From an optimization exercise on the open Yosys and OpenROAD flow, aimed at small area, a short achievable clock period and few clock cycles per item; shortcuts taken in it are not production practice. No functional check of the RTL was part of any run shown here. Power figures rest on the tool's default switching activity, not on a simulated workload.

## flow/run.sh

```bash
#!/bin/bash
# synth_recipe.tcl (not shown) runs the flow's synth.tcl, then flattens the netlist and writes it again
# the make line also repeats each setting of config.mk as NAME=value (left out here)
make -C /OpenROAD-flow-scripts/flow DESIGN_CONFIG=/design/flow/config.mk WORK_HOME=/design/flow/orfs CLKGATE_MAP_FILE= SYNTH_SCRIPT=/design/flow/synth_recipe.tcl finish
```

## flow/config.mk

```make
export PLATFORM = sky130hd
export DESIGN_NAME = motion_phase_classifier
export DESIGN_NICKNAME = motion_phase_classifier
export VERILOG_FILES = /design/flow/design.v
export SDC_FILE = /design/flow/constraint.sdc
export NUM_CORES = 4
export LEC_CHECK = 0
export CAP_MARGIN = 20
export CORE_MARGIN = 2
export CORE_UTILIZATION = 40
export SLEW_MARGIN = 20
```

## flow/constraint.sdc

```tcl
create_clock -name core_clock -period 5.5 [get_ports {clock}]
set_input_delay 1.1000 -clock core_clock [delete_from_list [all_inputs] [get_ports {clock}]]
set_output_delay 1.1000 -clock core_clock [all_outputs]
set_load 0.01 [all_outputs]
```

## flow/design.v

```verilog
package mpc_pkg;
   localparam int SPEED_W  = 16;
   localparam int ABS_W    = SPEED_W + 1;
   localparam int LIMIT_W  = 15;
   localparam int HOLD_W   = 24;
   localparam int TIME_W   = 48;
   localparam int CSR_IDX_W  = 3;
   localparam int CSR_DATA_W = 24;
   localparam int QUEUE_DEPTH_DEFAULT = 2;
   localparam logic [HOLD_W-1:0] STATIONARY_HOLD_DEFAULT = 24'd200000;
   localparam logic [LIMIT_W-1:0] STAT_LIN_RESET   = 15'd20;
   localparam logic [LIMIT_W-1:0] STAT_ANG_RESET   = 15'd20;
   localparam logic [LIMIT_W-1:0] TURN_ENTER_RESET = 15'd200;
   localparam logic [LIMIT_W-1:0] TURN_EXIT_RESET  = 15'd100;
   localparam logic [LIMIT_W-1:0] ARC_ENTER_RESET  = 15'd100;
   localparam logic [LIMIT_W-1:0] ARC_EXIT_RESET   = 15'd50;
   localparam logic [HOLD_W-1:0]  ENTER_HOLD_RESET = 24'd100000;
   localparam logic [HOLD_W-1:0]  EXIT_HOLD_RESET  = 24'd200000;
   typedef enum logic [1:0] {
      PH_STRAIGHT   = 2'd0,
      PH_STATIONARY = 2'd1,
      PH_TURNING    = 2'd2,
      PH_ARC        = 2'd3
   } phase_type;
   typedef enum logic [CSR_IDX_W-1:0] {
      REG_STAT_LIN   = 3'd0,
      REG_STAT_ANG   = 3'd1,
      REG_TURN_ENTER = 3'd2,
      REG_TURN_EXIT  = 3'd3,
      REG_ARC_ENTER  = 3'd4,
      REG_ARC_EXIT   = 3'd5,
      REG_ENTER_HOLD = 3'd6,
      REG_EXIT_HOLD  = 3'd7
   } csr_index_type;
   typedef struct packed {
      logic              stationary;
      logic              turn_enter_hit;
      logic              turn_exit_hit;
      logic              arc_enter_hit;
      logic              arc_exit_hit;
      logic              discard;
      logic [TIME_W-1:0] sample_time;
   } sample_flags_type;
   typedef struct packed {
      logic [HOLD_W-1:0] enter_hold;
      logic [HOLD_W-1:0] exit_hold;
   } hold_cfg_type;
   typedef struct packed {
      phase_type phase;
      logic      pending;
   } result_type;
endpackage
module mpc_queue #(
   parameter int  WIDTH     = 1,
   parameter int  DEPTH     = 2
) (
   input  logic     clock,
   input  logic     reset,
   input  logic     push,
   input  logic [WIDTH-1:0] push_data,
   output logic     full,
   input  logic     pop,
   output logic [WIDTH-1:0] pop_data,
   output logic     empty
);
   localparam int PTR_W = (DEPTH > 1) ? $clog2(DEPTH) : 1;
   localparam int CNT_W = $clog2(DEPTH + 1);
   localparam logic [PTR_W-1:0] LAST = PTR_W'(DEPTH - 1);
   logic [WIDTH-1:0]  entry_ff [DEPTH];
   logic [PTR_W-1:0]  wr_ptr_ff, wr_ptr_in;
   logic [PTR_W-1:0]  rd_ptr_ff, rd_ptr_in;
   logic [CNT_W-1:0]  count_ff, count_in;
   logic              do_push, do_pop;
   assign full     = (count_ff == CNT_W'(DEPTH));
   assign empty    = (count_ff == '0);
   assign do_push  = push && !full;
   assign do_pop   = pop && !empty;
   assign pop_data = entry_ff[rd_ptr_ff];
   always_comb begin
      wr_ptr_in = wr_ptr_ff;
      rd_ptr_in = rd_ptr_ff;
      count_in  = count_ff;
      if (do_push) begin
         wr_ptr_in = (wr_ptr_ff == LAST) ? '0 : wr_ptr_ff + 1'b1;
      end
      if (do_pop) begin
         rd_ptr_in = (rd_ptr_ff == LAST) ? '0 : rd_ptr_ff + 1'b1;
      end
      if (do_push && !do_pop) begin
         count_in = count_ff + 1'b1;
      end else if (do_pop && !do_push) begin
         count_in = count_ff - 1'b1;
      end
   end
   always_ff @(posedge clock) begin
      if (reset) begin
         wr_ptr_ff <= '0;
         rd_ptr_ff <= '0;
         count_ff  <= '0;
      end else begin
         wr_ptr_ff <= wr_ptr_in;
         rd_ptr_ff <= rd_ptr_in;
         count_ff  <= count_in;
      end
   end
   always_ff @(posedge clock) begin
      if (do_push) begin
         entry_ff[wr_ptr_ff] <= push_data;
      end
   end
endmodule
import mpc_pkg::*;
module motion_phase_classifier #(
   parameter int                          QUEUE_DEPTH = mpc_pkg::QUEUE_DEPTH_DEFAULT,
   parameter logic [mpc_pkg::HOLD_W-1:0] STATIONARY_HOLD_US =
      mpc_pkg::STATIONARY_HOLD_DEFAULT
) (
   input  logic                                clock,
   input  logic                                reset,
   input  logic                                req_push,
   output logic                                req_full,
   input  logic signed [mpc_pkg::SPEED_W-1:0]  req_linear_speed,
   input  logic signed [mpc_pkg::SPEED_W-1:0]  req_angular_rate,
   input  logic [mpc_pkg::TIME_W-1:0]          req_sample_time,
   input  logic                                req_discard,
   output logic                                rsp_empty,
   input  logic                                rsp_pop,
   output logic [1:0]                          rsp_motion_phase,
   output logic                                rsp_switch_pending,
   input  logic                                csr_valid,
   output logic                                csr_ready,
   input  logic [mpc_pkg::CSR_IDX_W-1:0]       csr_index,
   input  logic [mpc_pkg::CSR_DATA_W-1:0]      csr_data
);
   logic [LIMIT_W-1:0] stat_lin_ff, stat_ang_ff;
   logic [LIMIT_W-1:0] turn_enter_ff, turn_exit_ff;
   logic [LIMIT_W-1:0] arc_enter_ff, arc_exit_ff;
   logic [HOLD_W-1:0]  enter_hold_ff, exit_hold_ff;
   logic [1:0]        phase_ff, phase_in, target, cand_target_ff, cand_target_in;
   logic              cand_valid_ff, cand_valid_in;
   logic [TIME_W-1:0] cand_start_ff, cand_start_in;
   logic [HOLD_W-1:0] hold;
   logic [TIME_W:0]   deadline;
   logic [ABS_W-1:0]  lin_abs, ang_abs;
   logic              take, stale, held, stationary, turn_hit, arc_hit;
   logic [2:0]        out_data;
   assign csr_ready = 1'b1;
   always_ff @(posedge clock) begin
      if (reset) begin
         stat_lin_ff   <= STAT_LIN_RESET;
         stat_ang_ff   <= STAT_ANG_RESET;
         turn_enter_ff <= TURN_ENTER_RESET;
         turn_exit_ff  <= TURN_EXIT_RESET;
         arc_enter_ff  <= ARC_ENTER_RESET;
         arc_exit_ff   <= ARC_EXIT_RESET;
         enter_hold_ff <= ENTER_HOLD_RESET;
         exit_hold_ff  <= EXIT_HOLD_RESET;
      end else if (csr_valid) begin
         case (csr_index)
            3'd0: stat_lin_ff   <= csr_data[LIMIT_W-1:0];
            3'd1: stat_ang_ff   <= csr_data[LIMIT_W-1:0];
            3'd2: turn_enter_ff <= csr_data[LIMIT_W-1:0];
            3'd3: turn_exit_ff  <= csr_data[LIMIT_W-1:0];
            3'd4: arc_enter_ff  <= csr_data[LIMIT_W-1:0];
            3'd5: arc_exit_ff   <= csr_data[LIMIT_W-1:0];
            3'd6: enter_hold_ff <= csr_data[HOLD_W-1:0];
            default: exit_hold_ff <= csr_data[HOLD_W-1:0];
         endcase
      end
   end
   assign take = req_push && !req_full;
   assign lin_abs = req_linear_speed[SPEED_W-1] ? ABS_W'(-{req_linear_speed[SPEED_W-1], req_linear_speed})
                                                : ABS_W'(req_linear_speed);
   assign ang_abs = req_angular_rate[SPEED_W-1] ? ABS_W'(-{req_angular_rate[SPEED_W-1], req_angular_rate})
                                                : ABS_W'(req_angular_rate);
   assign hold     = (cand_target_ff == PH_STATIONARY) ? STATIONARY_HOLD_US :
                     (cand_target_ff == PH_STRAIGHT)   ? exit_hold_ff : enter_hold_ff;
   assign deadline = {1'b0, cand_start_ff} + (TIME_W+1)'(hold);
   assign stale    = cand_valid_ff && (req_sample_time <= cand_start_ff);
   assign held     = ({1'b0, req_sample_time} >= deadline);
   always_comb begin
      stationary = (lin_abs <= ABS_W'(stat_lin_ff)) && (ang_abs <= ABS_W'(stat_ang_ff));
      turn_hit   = phase_ff[1] ? (ang_abs >= ABS_W'(turn_exit_ff)) : (ang_abs >= ABS_W'(turn_enter_ff));
      arc_hit    = (phase_ff == PH_ARC) ? (lin_abs >= ABS_W'(arc_exit_ff)) : (lin_abs >= ABS_W'(arc_enter_ff));
      if (stationary)    target = PH_STATIONARY;
      else if (turn_hit) target = arc_hit ? PH_ARC : PH_TURNING;
      else               target = PH_STRAIGHT;
   end
   always_comb begin
      phase_in       = phase_ff;
      cand_valid_in  = cand_valid_ff;
      cand_target_in = cand_target_ff;
      cand_start_in  = cand_start_ff;
      if (req_discard || stale) begin
         phase_in      = PH_STRAIGHT;
         cand_valid_in = 1'b0;
      end else if (target == phase_ff) begin
         cand_valid_in = 1'b0;
      end else if (phase_ff == PH_STATIONARY) begin
         phase_in      = target;
         cand_valid_in = 1'b0;
      end else if (!cand_valid_ff || (cand_target_ff != target)) begin
         cand_valid_in  = 1'b1;
         cand_target_in = target;
         cand_start_in  = req_sample_time;
      end else if (held) begin
         phase_in      = target;
         cand_valid_in = 1'b0;
      end
   end
   always_ff @(posedge clock) begin
      if (reset) begin
         phase_ff       <= PH_STRAIGHT;
         cand_valid_ff  <= 1'b0;
      end else if (take) begin
         phase_ff       <= phase_in;
         cand_valid_ff  <= cand_valid_in;
      end
   end
   always_ff @(posedge clock) begin
      if (take) begin
         cand_target_ff <= cand_target_in;
         cand_start_ff  <= cand_start_in;
      end
   end
   mpc_queue #(
      .WIDTH     (3),
      .DEPTH     (QUEUE_DEPTH)
   ) u_out_queue (
      .clock     (clock),
      .reset     (reset),
      .push      (take),
      .push_data ({phase_in, cand_valid_in}),
      .full      (req_full),
      .pop       (rsp_pop),
      .pop_data  (out_data),
      .empty     (rsp_empty)
   );
   assign rsp_motion_phase   = out_data[2:1];
   assign rsp_switch_pending = out_data[0];
endmodule
```

==> flow_summary_export.csv, run 1 <==
group,metric,value,unit
placed_design,place_inst,2356,
placed_design,place_congestion,0.870,
layout,final_cell_mix,"nand2_1, ha_1, a21oi_1",
routing,wl,39600,um
routing,drt_pass1_iterations,4,
logic_synthesis,seq_area_frac_synth,32.7,%
logic_synthesis,synth_top_area_share,20.8,%
placed_design,placed_area,16500,um2
logic_synthesis,synth_seq_cells,202,
routing,final_antenna_net_count,0,
logic_synthesis,yosys.area.top_type,"dfxtp_1",
routing,routed_via_density,5.28,
critical_path,timing.rr.start,"cand_target_ff[1]",
routing,drtIter0Drc,683,
critical_path,cp_slowest_stage_delay,0.45,ns
logic_synthesis,syn_nets,2058,
global_routing,grt-ovfl-total,0,
floorplan,row_count,68,
clock_network,root_buffer,"clkbuf_16",
layout,diodes,0,
clock_network,clock_latency,0.52,ns
clock_network,clk_pin_slew_worst_paths,0.06,ns
pwr,p_total,4.43,mW
logic_synthesis,synth_top_family_by_area,"simple AND/OR/NAND/NOR gates",
logic_synthesis,synth_simple_gate_area_share,19.1,%
min_path,worstHoldStart,"enter_hold_ff[0]",
critical_path,timing.rr.end,"u_out_queue.entry_ff[1][1]",
logic_synthesis,synthAdderAreaFrac,19.1,%
layout,finalInstanceArea,17500,um2
logic_synthesis,async_reset_ff_share,0,%
routing,drc,0,
logic_synthesis,synth_cell_type_count,65,
min_path,hold_path_class,"reg2reg",
critical_path,critPathKind,"reg2reg",
logic_synthesis,yosys_warnings,2,
layout,nNetsFinal,2258,
global_routing,antenna_found_initial,0,
flow_run,drv_cap,0,
global_routing,grt_pass1_vias,12372,
pwr,vdd_ir_drop_max,237,uV
floorplan,initial_core_util,40.7,%
critical_path,worst_r2r_path_depth,23,
sta,fmax,188,MHz
pwr,power_frac_seq,37.6,%
sta,maxSlewHeadroom,31.3,%
clock_network,cts_tree,"done",
sta,min_period,5.32,ns
critical_path,path_cells,"buf_6, buf_4, o21ai_0, ha_1, and2_4, a221o_1, a311oi_2, buf_4, nor2_2, buf_4, a21o_1, a21oi_2, xor2_1, ha_1, nand3_2, o22ai_1, o21a_1, o21a_1, o41ai_2, nand3_1, o41a_1, and2_4, o221a_1",
global_routing,grtUsageMet3,2.42,%
pwr,p_switching,1.33,mW
logic_synthesis,synth_area_per_cell,8.12,um2
layout,layoutNonFillerInstCount,2403,
global_routing,busiest_layer,"met2",
sta,setup_viol,0,
routing,routedWlPerCell,16.5,um
min_path,whs_endpoint,"enter_hold_ff[0]",
placed_design,place_ws,-0.163,ns
pwr,p_leak,7.12,nW
clock_network,clkSinkCount,202,
pwr,power.share.clock,35.0,%
global_routing,met2_usage,35.4,%
logic_synthesis,synthesis.area,14100,um2
critical_path,crit_top_cell,"buf_4",
placed_design,dp_hpwl,30400,um
logic_synthesis,synthFlopType,"dfxtp_1",
layout,drive_gt1_share,10.9,%
critical_path,worst_path_max_delay_cell,"edfxtp_1",
placed_design,io_buffers,117,
sta,max_slew.worst_pin.slew,1.03,ns
clock_network,cts_buffers,25,
sta,drv_slew,0,
clock_network,ctsLongestPathBuffers,3,
logic_synthesis,synth_xor_area_share,4.67,%
critical_path,worstPathArrival,5.58,ns
sta,fin_setup_tns,0,ns
critical_path,worstPathMaxFanout,6,
global_routing,grt_usage,21.3,%
global_routing,grt_pass1_wl,62600,um
clock_network,htree_num_levels,1,
global_routing,use_met1,29.6,%
logic_synthesis,synth_cells,1731,
pwr,combPwrFrac,27.4,%
floorplan,fp.dieArea,36700,um2
routing,num_vias,12699,
critical_path,required,5.76,ns
critical_path,crit_path_start_kind,"flip-flop",
critical_path,cp-end-kind,"flip-flop",
sta,fin_ws,0.183,ns
sta,fin_worst_skew,0.0158,ns
logic_synthesis,synth_area_leaders,"dfxtp_1, ha_1, edfxtp_1",
pwr,switching_share,30.0,%
pwr,p_int,3.10,mW
layout,syn2layout_area_growth,24.2,%
floorplan,core-area,34500,um2
sta,period_share,96.7,%
status,status,"timing/DRC/antenna clean",
floorplan,boundaryPins,119,
sta,hold_violations,0,
logic_synthesis,synth_mux_area_share,0.240,%
logic_synthesis,synth_edf_count,56,
min_path,whs_path_depth,2,
floorplan,die_h,192,um
logic_synthesis,synth_compound_area_share,17.9,%
pwr,power_density,254,nW/um2
global_routing,grt_max_degree,98,
floorplan,die_x,192,um
layout,final_common_cell,"nand2_1",
critical_path,ff2ff_setup_slack,0.18,ns
worst max path at each step:
stage | cells past startpoint | slack [ns] | startpoint | to
after CTS | 26 | 0.03 | cand_target_ff[1] | u_out_queue.entry_ff[1][1]
after floorplan | 14 | -0.29 | req_angular_rate[6] | cand_start_ff[0]
after detailed placement | 15 | -0.16 | req_linear_speed[4] | cand_start_ff[10]
after global routing | 28 | -0.05 | cand_target_ff[1] | u_out_queue.entry_ff[1][1]
final | 23 | 0.18 | cand_target_ff[1] | u_out_queue.entry_ff[1][1]
after global placement | 16 | -0.07 | req_linear_speed[4] | cand_start_ff[10]
worst max-delay path, delay by kind of cell (launching register included):
family / cells / cell delay, ns
AOI/OAI and AO/OA: 11 / 2.56
adders and majority gates: 2 / 0.64
DFF: 1 / 0.45
xor gates and xnor gates: 1 / 0.18
and+or+nand+nor: 5 / 0.62
buffers and inverters: 4 / 0.62
metrics by stage:
stage,hold slack [ns],util (%)
detailed placement,0.446,47.8
finish,0.453,50.6
global route,0.465,50.6
CTS,0.454,50.0
floorplan,0.436,-
global placement,0.442,47.8
state kept, by name, summed over array words and instances (netlist names), named ones only:
name,flops
u_out_queue.count_ff,2
stat_lin_ff,15
u_out_queue.rd_ptr_ff,1
turn_exit_ff,15
cand_target_ff,2
exit_hold_ff,24
cand_start_ff,48
stat_ang_ff,15
phase_ff,2
enter_hold_ff,24
u_out_queue.wr_ptr_ff,1
arc_exit_ff,15
u_out_queue.entry_ff,6
turn_enter_ff,15
arc_enter_ff,15
cand_valid_ff,1
area by class of cell:
type	count	area, um2
Clock inverter	7	36.3
Inverter	162	608
Tap cell	455	569
Timing Repair Buffer	238	2110
Clock buffer	37	732
Fill cell	3348	17100
Multi-Input combinational cell	1302	8800
Sequential cell	202	4600
power by group through the flow:
stage	registers, mW	clock network (mW)	logic (mW)
2_1_floorplan	1.68	0	0.697
3_3_place_gp	1.69	0	1.15
3_5_place_dp	1.70	0	1.17
4_1_cts	1.67	1.58	1.18
5_1_grt	1.68	1.64	1.36
6_report	1.67	1.55	1.21
Yosys cell counts (3+ instances only):
master	count
a2111oi_0	7
a211o_1	17
a211oi_1	5
a21boi_0	3
a21o_1	32
a21oi_1	195
a221oi_1	3
a31oi_1	11
and2_1	3
and3_1	5
and4_1	5
clkbuf_1	47
clkbuf_2	15
dfxtp_1	146
edfxtp_1	56
ha_1	213
inv_1	162
mux2_2	3
nand2_1	344
nand2b_1	29
nand3_1	39
nand3b_1	16
nand4_1	26
nor2_1	77
nor2b_1	14
nor3_1	19
nor4_1	8
o2111ai_1	3
o211ai_1	6
o21a_1	8
o21ai_0	64
o21bai_1	9
o22ai_1	6
o31ai_1	14
o41ai_1	5
or2_2	3
or3_1	4
or4_1	4
or4_4	3
xnor2_1	60
xor2_1	15
routing by layer:
| metal | share of wire [%] | vias to the layer above |
|---|---|---|
| li1 | - | 6419 |
| met1 | 48 | 5975 |
| met2 | 46 | 248 |
| met3 | 4.3 | 57 |
| met4 | 2.0 | 0 |
| met5 | 0 | - |
repair_timing:
item,CTS,global route
pin swaps,0,19
endpoints found under the setup margin,9,9
buffers inserted,0,2
gates cloned,0,1
gates resized for setup,8,45
hold buffers,0,0
logic make-up after synthesis:
family	Yosys count
AOI/OAI and AO/OA	408
xor gates and xnor gates	75
adders and majority gates	214
buffers and inverters	227
DFF	202
muxes	3
other	1
and+or+nand+nor	601
==> run 2: changes to the inputs <==
--- a/flow/design.v
+++ b/flow/design.v
@@ -63,3 +63,4 @@
    output logic [WIDTH-1:0] pop_data,
-   output logic     empty
+   output logic     empty,
+   output logic [$clog2(DEPTH + 1)-1:0] count
 );
@@ -73,2 +74,3 @@
    logic              do_push, do_pop;
+   assign count    = count_ff;
    assign full     = (count_ff == CNT_W'(DEPTH));
@@ -146,2 +148,6 @@
    logic [2:0]        out_data;
+   logic [1:0]        out_count;
+   logic              s1_valid, s1_disc;
+   logic signed [SPEED_W-1:0] s1_lin, s1_ang;
+   logic [TIME_W-1:0] s1_time;
    assign csr_ready = 1'b1;
@@ -171,6 +177,16 @@
    assign take = req_push && !req_full;
-   assign lin_abs = req_linear_speed[SPEED_W-1] ? ABS_W'(-{req_linear_speed[SPEED_W-1], req_linear_speed})
-                                                : ABS_W'(req_linear_speed);
-   assign ang_abs = req_angular_rate[SPEED_W-1] ? ABS_W'(-{req_angular_rate[SPEED_W-1], req_angular_rate})
-                                                : ABS_W'(req_angular_rate);
+   always_ff @(posedge clock) begin
+      if (reset) s1_valid <= 1'b0;
+      else       s1_valid <= take;
+   end
+   always_ff @(posedge clock) begin
+      s1_lin  <= req_linear_speed;
+      s1_ang  <= req_angular_rate;
+      s1_time <= req_sample_time;
+      s1_disc <= req_discard;
+   end
+   assign lin_abs = s1_lin[SPEED_W-1] ? ABS_W'(-{s1_lin[SPEED_W-1], s1_lin})
+                                                : ABS_W'(s1_lin);
+   assign ang_abs = s1_ang[SPEED_W-1] ? ABS_W'(-{s1_ang[SPEED_W-1], s1_ang})
+                                                : ABS_W'(s1_ang);
    assign hold     = (cand_target_ff == PH_STATIONARY) ? STATIONARY_HOLD_US :
@@ -178,4 +194,4 @@
    assign deadline = {1'b0, cand_start_ff} + (TIME_W+1)'(hold);
-   assign stale    = cand_valid_ff && (req_sample_time <= cand_start_ff);
-   assign held     = ({1'b0, req_sample_time} >= deadline);
+   assign stale    = cand_valid_ff && (s1_time <= cand_start_ff);
+   assign held     = ({1'b0, s1_time} >= deadline);
    always_comb begin
@@ -193,3 +209,3 @@
       cand_start_in  = cand_start_ff;
-      if (req_discard || stale) begin
+      if (s1_disc || stale) begin
          phase_in      = PH_STRAIGHT;
@@ -204,3 +220,3 @@
          cand_target_in = target;
-         cand_start_in  = req_sample_time;
+         cand_start_in  = s1_time;
       end else if (held) begin
@@ -214,3 +230,3 @@
          cand_valid_ff  <= 1'b0;
-      end else if (take) begin
+      end else if (s1_valid) begin
          phase_ff       <= phase_in;
@@ -220,3 +236,3 @@
    always_ff @(posedge clock) begin
-      if (take) begin
+      if (s1_valid) begin
          cand_target_ff <= cand_target_in;
@@ -227,3 +243,3 @@
       .WIDTH     (3),
-      .DEPTH     (QUEUE_DEPTH)
+      .DEPTH     (3)
    ) u_out_queue (
@@ -231,9 +247,11 @@
       .reset     (reset),
-      .push      (take),
+      .push      (s1_valid),
       .push_data ({phase_in, cand_valid_in}),
-      .full      (req_full),
+      .full      (),
       .pop       (rsp_pop),
       .pop_data  (out_data),
+      .count     (out_count),
       .empty     (rsp_empty)
    );
+   assign req_full = (out_count + 2'(s1_valid)) >= 2'd3;
    assign rsp_motion_phase   = out_data[2:1];
==> run 2 against run 1 <==
Hold slack lost 0.017 ns. Non-clock buffer count shrank 43. Sequential power grew 41%. Global-route usage is essentially flat. Critical path depth shrank 6. Register-to-register slack gained 0.06 ns. Core utilization shrank 1.3 points. Highest routed layer unchanged.
==> flow_summary_export.csv, run 2 <==
group,metric,value,unit
sta,min_period,5.26,ns
floorplan,row_count,73,
logic_synthesis,yosys_warnings,2,
routing,num_vias,13479,
placed_design,place_congestion,0.889,
sta,maxSlewHeadroom,25.9,%
clock_network,clock_latency,0.55,ns
layout,drive_gt1_share,9.53,%
pwr,p_total,5.68,mW
floorplan,core-area,39700,um2
min_path,whs_path_depth,0,
clock_network,root_buffer,"clkbuf_16",
layout,layoutNonFillerInstCount,2572,
critical_path,cp_slowest_stage_delay,0.53,ns
global_routing,grt_usage,21.3,%
clock_network,clk_pin_slew_worst_paths,0.06,ns
global_routing,grt_max_degree,73,
sta,fin_worst_skew,0.0142,ns
routing,drtIter0Drc,720,
clock_network,cts_buffers,35,
pwr,p_leak,7.75,nW
placed_design,place_ws,-0.262,ns
status,status,"timing/DRC/antenna clean",
logic_synthesis,yosys.area.top_type,"dfxtp_1",
logic_synthesis,async_reset_ff_share,0,%
layout,syn2layout_area_growth,21.9,%
logic_synthesis,synth_most_common_cell,"nand2_1",
critical_path,path_cells,"nor4_2, or4b_4, nor2_1, nand2_1, or2_2, o21ai_0, xnor2_1, ha_1, a211o_2, a2111oi_0, buf_4, o2111a_4, o2bb2ai_2, mux2i_1, o21ai_1, nor2_4, buf_6",
pwr,power_density,290,nW/um2
clock_network,htree_num_levels,2,
layout,diodes,0,
critical_path,worst_path_max_delay_cell,"or4b_4",
global_routing,grt_pass1_wl,69700,um
critical_path,worstPathArrival,5.48,ns
floorplan,fp.dieArea,41800,um2
floorplan,boundaryPins,119,
clock_network,ctsLongestPathBuffers,3,
logic_synthesis,synth_edf_count,59,
logic_synthesis,seq_area_frac_synth,39.8,%
layout,final_common_cell,"nand2_1",
logic_synthesis,synthFlopType,"dfxtp_1",
sta,period_share,95.5,%
sta,max_slew.worst_pin.slew,1.11,ns
layout,fillCellCount,3765,
floorplan,initial_core_util,40.4,%
floorplan,die_h,204,um
routing,drt_pass1_iterations,6,
layout,final_cell_mix,"nand2_1, dfxtp_1, ha_1",
critical_path,timing.critical_path.buf_inv,2,
logic_synthesis,synth_cells,1859,
logic_synthesis,synth_cell_type_count,74,
critical_path,required,5.73,ns
logic_synthesis,synth_seq_cells,290,
global_routing,grt_pass1_vias,13329,
global_routing,grt-ovfl-total,0,
critical_path,path_delay_family,"compound AO/OA/AOI/OAI gates",
critical_path,cp_num_cells,17,
layout,utilization,49.3,%
logic_synthesis,synthesis.area,16100,um2
logic_synthesis,yosys-top-cells-count,"nand2_1, dfxtp_1, ha_1",
placed_design,place_inst,2497,
logic_synthesis,synth_area_leaders,"dfxtp_1, ha_1, edfxtp_1",
placed_design,io_buffers,117,
routing,drc,0,
logic_synthesis,synth_top_area_share,28.8,%
critical_path,crit_path_start_kind,"flip-flop",
critical_path,cp-end-kind,"flip-flop",
clock_network,clkSinkCount,290,
routing,routedWlPerCell,17.4,um
sta,hold_violations,0,
global_routing,antenna_found_initial,0,
placed_design,dp_hpwl,32600,um
layout,top_regs,"cand_start_ff: 48 flops, s1_time: 48 flops",
flow_run,drv_cap,0,
logic_synthesis,syn_nets,2187,
sta,fin_ws,0.245,ns
sta,setup_viol,0,
layout,nNetsFinal,2350,
routing,routed_via_density,5.24,
routing,wl,44700,um
critical_path,worstPathMaxFanout,18,
critical_path,worst_r2r_path_depth,17,
routing,final_antenna_net_count,0,
floorplan,die_x,204,um
sta,fmax,190,MHz
min_path,hold_path_class,"reg2reg",
clock_network,hold_buffers,0,
clock_network,cts_tree,"done",
pwr,vdd_ir_drop_max,195,uV
critical_path,critPathKind,"reg2reg",
logic_synthesis,synth_area_per_cell,8.64,um2
sta,drv_slew,0,
[run 2: final timing paths]
path / start / endpoint / slack (ns)
worst max-delay path: s1_lin[4] / cand_start_ff[9] / 0.24
worst min-delay path: s1_time[0] / cand_start_ff[0] / 0.44
worst max register to register: s1_lin[4] / cand_start_ff[9] / 0.24
worst min register to register: s1_time[0] / cand_start_ff[0] / 0.44
[run 2: worst register-to-register path, delay by kind of cell, from the launching register on]
| kind | cells | cell delay (ns) |
|---|---|---|
| buffers and inverters | 2 | 0.45 |
| adders and majority gates | 1 | 0.37 |
| xor gates and xnor gates | 1 | 0.30 |
| muxes | 1 | 0.26 |
| AOI/OAI and AO/OA | 6 | 1.64 |
| and+or+nand+nor | 6 | 1.58 |
| DFF | 1 | 0.34 |
[run 2: stage by stage]
stage | TNS [ns] | hold slack [ns] | area, um2
after CTS | 0 | 0.436 | 19300
after global routing | -0.0167 | 0.444 | 19600
after global placement | -1.58 | 0.421 | 18100
final | 0 | 0.436 | 19600
after detailed placement | -2.50 | 0.422 | 18100
after floorplan | 0 | 0.408 | 16100
[run 2: area by class of cell]
| type | count | area [um2] | share of cell area (%) |
|---|---|---|---|
| clock buffers | 46 | 988 | 5.05 |
| clock inverters | 16 | 130 | 0.664 |
| inverters | 151 | 567 | 2.89 |
| multi-input cells | 1349 | 9020 | 46.1 |
| flip-flops and latches | 290 | 6400 | 32.7 |
| well taps | 525 | 657 | 3.35 |
| repair buffers | 195 | 1820 | 9.30 |
[run 2: metal layers]
| metal | routed length (um) | global-route usage [%] | up-vias |
|---|---|---|---|
| met4 | 1260 | 7.17 | 0 |
| met5 | 0 | 0 | - |
| met3 | 1940 | 2.98 | 73 |
| met1 | 19800 | 26.6 | 6338 |
| met2 | 21700 | 37.7 | 275 |
| li1 | - | - | 6793 |
[run 2: timing repair]
action                     CTS  global route
pin swaps                    5            25
setup endpoints to repair   12            62
gates cloned                 0             1
buffers inserted             2             9
resized for setup           14            51
[run 2: cell families after synthesis]
group,after synthesis,share of synthesized area (%)
other,1,0.0233
adders and majority gates,215,16.8
buffers and inverters,220,5.45
AOI/OAI and AO/OA,414,15.6
DFF,290,39.8
and+or+nand+nor,638,17.9
xor gates and xnor gates,74,4.03
muxes,7,0.444
[run 2: where the power goes]
group,leakage [nW],internal [mW],switching (mW),total [mW]
Clock,0.562,1.36,0.930,2.29
Combinational,4.74,0.473,0.556,1.03
Sequential,2.44,2.28,0.0886,2.36
Total,7.75,4.11,1.57,5.68
==> run 3: changes to the inputs <==
--- a/flow/config.mk
+++ b/flow/config.mk
@@ -7,2 +7,3 @@
 export LEC_CHECK = 0
+export ABC_AREA = 1
 export CAP_MARGIN = 20
==> run 3 against run 2 <==
Synthesized cell count grew 8.8%. Count of clock-buffer cells in the layout grew 1. Critical path type unchanged. Register-to-register slack gained 0.17 ns. Still clean. First-iteration DRC count grew 41%.
==> flow_summary_export.csv, run 3 <==
group,metric,value,unit
clock_network,clk_pin_slew_worst_paths,0.06,ns
pwr,p_switching,1.59,mW
sta,fmax,197,MHz
critical_path,required,5.89,ns
pwr,combPwrFrac,17.3,%
logic_synthesis,yosys_warnings,2,
layout,drive_gt1_share,4.52,%
logic_synthesis,async_reset_ff_share,0,%
layout,fillCellCount,3798,
floorplan,fp.dieArea,42300,um2
critical_path,worstPathArrival,5.47,ns
floorplan,boundaryPins,119,
routing,final_antenna_net_count,0,
sta,drv_slew,0,
placed_design,io_buffers,117,
sta,period_share,92.4,%
pwr,switching_share,27.7,%
layout,diodes,0,
logic_synthesis,seq_area_frac_synth,39.4,%
pwr,p_int,4.16,mW
sta,hold_violations,0,
min_path,whs_path_depth,0,
clock_network,cts_tree,"done",
logic_synthesis,synthFlopType,"dfxtp_1",
layout,final_cell_mix,"nand2_1, inv_1, dfxtp_1",
placed_design,dp_hpwl,32000,um
clock_network,clock_latency,0.55,ns
min_path,hold_path_class,"reg2reg",
clock_network,clkSinkCount,290,
floorplan,core-area,39900,um2
logic_synthesis,yosys.area.top_type,"dfxtp_1",
critical_path,worstPathMaxFanout,14,
layout,top_regs,"cand_start_ff: 48 flops, s1_time: 48 flops",
sta,max_slew.worst_pin.slew,1.12,ns
global_routing,grt_usage,20.1,%
routing,routed_via_density,4.96,
clock_network,postCtsSetupBuffers,0,
routing,drc,0,
global_routing,antenna_found_initial,1,
sta,hold_ws,0.444,ns
logic_synthesis,synth_top_area_share,28.5,%
clock_network,htree_num_levels,2,
sta,maxSlewHeadroom,25.0,%
placed_design,place_congestion,0.906,
floorplan,die_h,206,um
pwr,p_leak,8.71,nW
flow_run,drv_cap,0,
routing,drt_pass1_iterations,5,
critical_path,worst_r2r_path_depth,34,
logic_synthesis,yosys-top-cells-count,"nand2_1, inv_1, dfxtp_1",
sta,rsz0062_at_grt,"no",
clock_network,root_buffer,"clkbuf_16",
clock_network,cts_buffers,35,
pwr,vdd_ir_drop_max,216,uV
logic_synthesis,synth_cell_type_count,55,
logic_synthesis,synth_most_common_cell,"nand2_1",
floorplan,initial_core_util,40.7,%
logic_synthesis,synth_seq_cells,290,
sta,min_period,5.08,ns
pwr,power.share.clock,41.5,%
routing,num_vias,13354,
global_routing,grt_max_degree,77,
routing,wl,41500,um
routing,routedWlPerCell,15.4,um
sta,setup_viol,0,
layout,finalInstanceArea,19200,um2
layout,syn2layout_area_growth,18.2,%
global_routing,grt_pass1_wl,67100,um
status,status,"timing/DRC/antenna clean",
pwr,p_total,5.75,mW
critical_path,cp_slowest_stage_delay,0.46,ns
logic_synthesis,synth_area_leaders,"dfxtp_1, ha_1, edfxtp_1",
pwr,power_frac_seq,41.2,%
floorplan,row_count,73,
placed_design,placed_area,18000,um2
clock_network,ctsLongestPathBuffers,3,
critical_path,critPathKind,"reg2reg",
sta,fin_worst_skew,0.0281,ns
logic_synthesis,synth_area_per_cell,8.04,um2
critical_path,crit_path_start_kind,"flip-flop",
critical_path,crit_top_cell,"nand2_1",
logic_synthesis,synthesis.area,16300,um2
logic_synthesis,synth_edf_count,59,
layout,nNetsFinal,2468,
global_routing,grt-ovfl-total,0,
logic_synthesis,synth_cells,2022,
pwr,power_density,299,nW/um2
sta,fin_setup_tns,0,ns
routing,drtIter0Drc,1013,
critical_path,worst_path_max_delay_cell,"edfxtp_1",
clock_network,hold_buffers,0,
global_routing,grt_pass1_vias,13024,
floorplan,die_x,206,um
critical_path,cp-end-kind,"flip-flop",
logic_synthesis,syn_nets,2350,
layout,final_common_cell,"nand2_1",
-- run 3: changes by cell type in the layout (fill, tap and decap cells not counted), sizes merged, moves of 10 or more --
cell | previous run | this run
nand3 | 39 | 77
a22o | 0 | 18
a21o | 17 | 1
xnor2 | 64 | 15
nand2b | 32 | 0
o21ai | 94 | 145
buf | 79 | 7
nor2b | 13 | 0
xor2 | 10 | 55
inv | 151 | 289
a211oi | 14 | 4
nor2 | 68 | 208
-- run 3: worst max-delay path, delay by kind of cell, from the launching register on --
kind,cells,cell delay [ns]
AOI/OAI and AO/OA,1,0.21
xor gates and xnor gates,1,0.15
adders and majority gates,2,0.53
buffers and inverters,3,0.38
DFF,1,0.46
and+or+nand+nor,27,3.18
-- run 3: kinds of logic (layout without fill, tap and decap cells) --
logic type	Yosys count	in the layout	synth area share, %
AND/OR/NAND/NOR	717	717	18.9
AO/OA/AOI/OAI	398	398	13.7
buffers and inverters	331	475	7.69
flip-flops	290	290	39.4
adder cells (fa/ha/maj)	215	215	16.6
XOR/XNOR	70	70	3.77
other	1	1	0.0231
-- run 3: power by group through the flow --
stage / clock (mW) / combinational (mW) / sequential (mW)
detailed placement: 0 / 0.994 / 2.41
global placement: 0 / 0.970 / 2.41
floorplan: 0 / 0.669 / 2.38
global route: 2.54 / 1.15 / 2.38
finish: 2.39 / 0.995 / 2.37
CTS: 2.45 / 1.00 / 2.37
-- run 3: area by class of cell --
type / count / area (um2) / share of cell area [%]
Multi-Input combinational cell: 1401 / 8630 / 44.9
Inverter: 288 / 1080 / 5.63
Clock buffer: 47 / 993 / 5.17
Tap cell: 525 / 657 / 3.42
Timing Repair Buffer: 124 / 1250 / 6.52
Sequential cell: 290 / 6400 / 33.3
Clock inverter: 16 / 196 / 1.02
-- run 3: layer usage --
layer  up-vias  wire length [um]  track usage, %
met3        78              2040            3.79
met5         -                 0               0
met2       296             19100            33.3
met1      6023             19100            26.2
met4         0              1270            7.01
li1       6957                 -               -
-- run 3: path summary, 6_finish.rpt --
path | start | endpoint | slack [ns]
max | cand_target_ff[0] | u_out_queue.entry_ff[0][2] | 0.42
min | s1_time[0] | cand_start_ff[0] | 0.44
max reg2reg | cand_target_ff[0] | u_out_queue.entry_ff[0][2] | 0.42
min reg2reg | s1_time[0] | cand_start_ff[0] | 0.44
-- run 3: metrics by stage --
step	util [%]	cells	setup WS, ns
after global routing	48.1	2691	0.0357
after floorplan	-	2022	0.0249
after CTS	48.1	2691	0.224
final	48.1	2691	0.415
after detailed placement	45.1	2628	0.252
after global placement	45.1	2628	0.417
-- run 3: repair_timing --
item | 4_1_cts | 5_1_grt
setup endpoints to repair | 0 | 12
resized for setup | 0 | 5
endpoints found under the hold margin | 0 | 0

separate check: timing with driven ports:
Ports are ideal in the flow. The routed layouts listed here were re-timed in OpenROAD. Step 1 assumes that a clkbuf_16 drives the clock port and a buf_2 every other input. Step 2, shift: input delay + t, output delay - t, t = (earliest + latest rising clock arrival at the registers) / 2. This alone moves slack from input paths to output paths. a / b / c = no drivers / after step 1 / after step 2; a / b = the first two.
| run | t (ns) | setup WS [ns] | worst setup path at the end | pins driven straight from the clock port |
|---|---|---|---|---|
| run 1 | 0.568 | 0.183 / 0.183 / -0.208 | input to register | 1 |
| run 2 | 0.597 | 0.245 / 0.245 / 0.245 | register to register | 1 |
| run 3 | 0.587 | 0.415 / 0.415 / 0.415 | register to register | 1 |
With both steps, setup timing fails in run 1, where it was met with ideal ports. The setup slack of run 1, which loses most, moves by 0.000 ns with the drivers and by -0.391 ns with both steps.
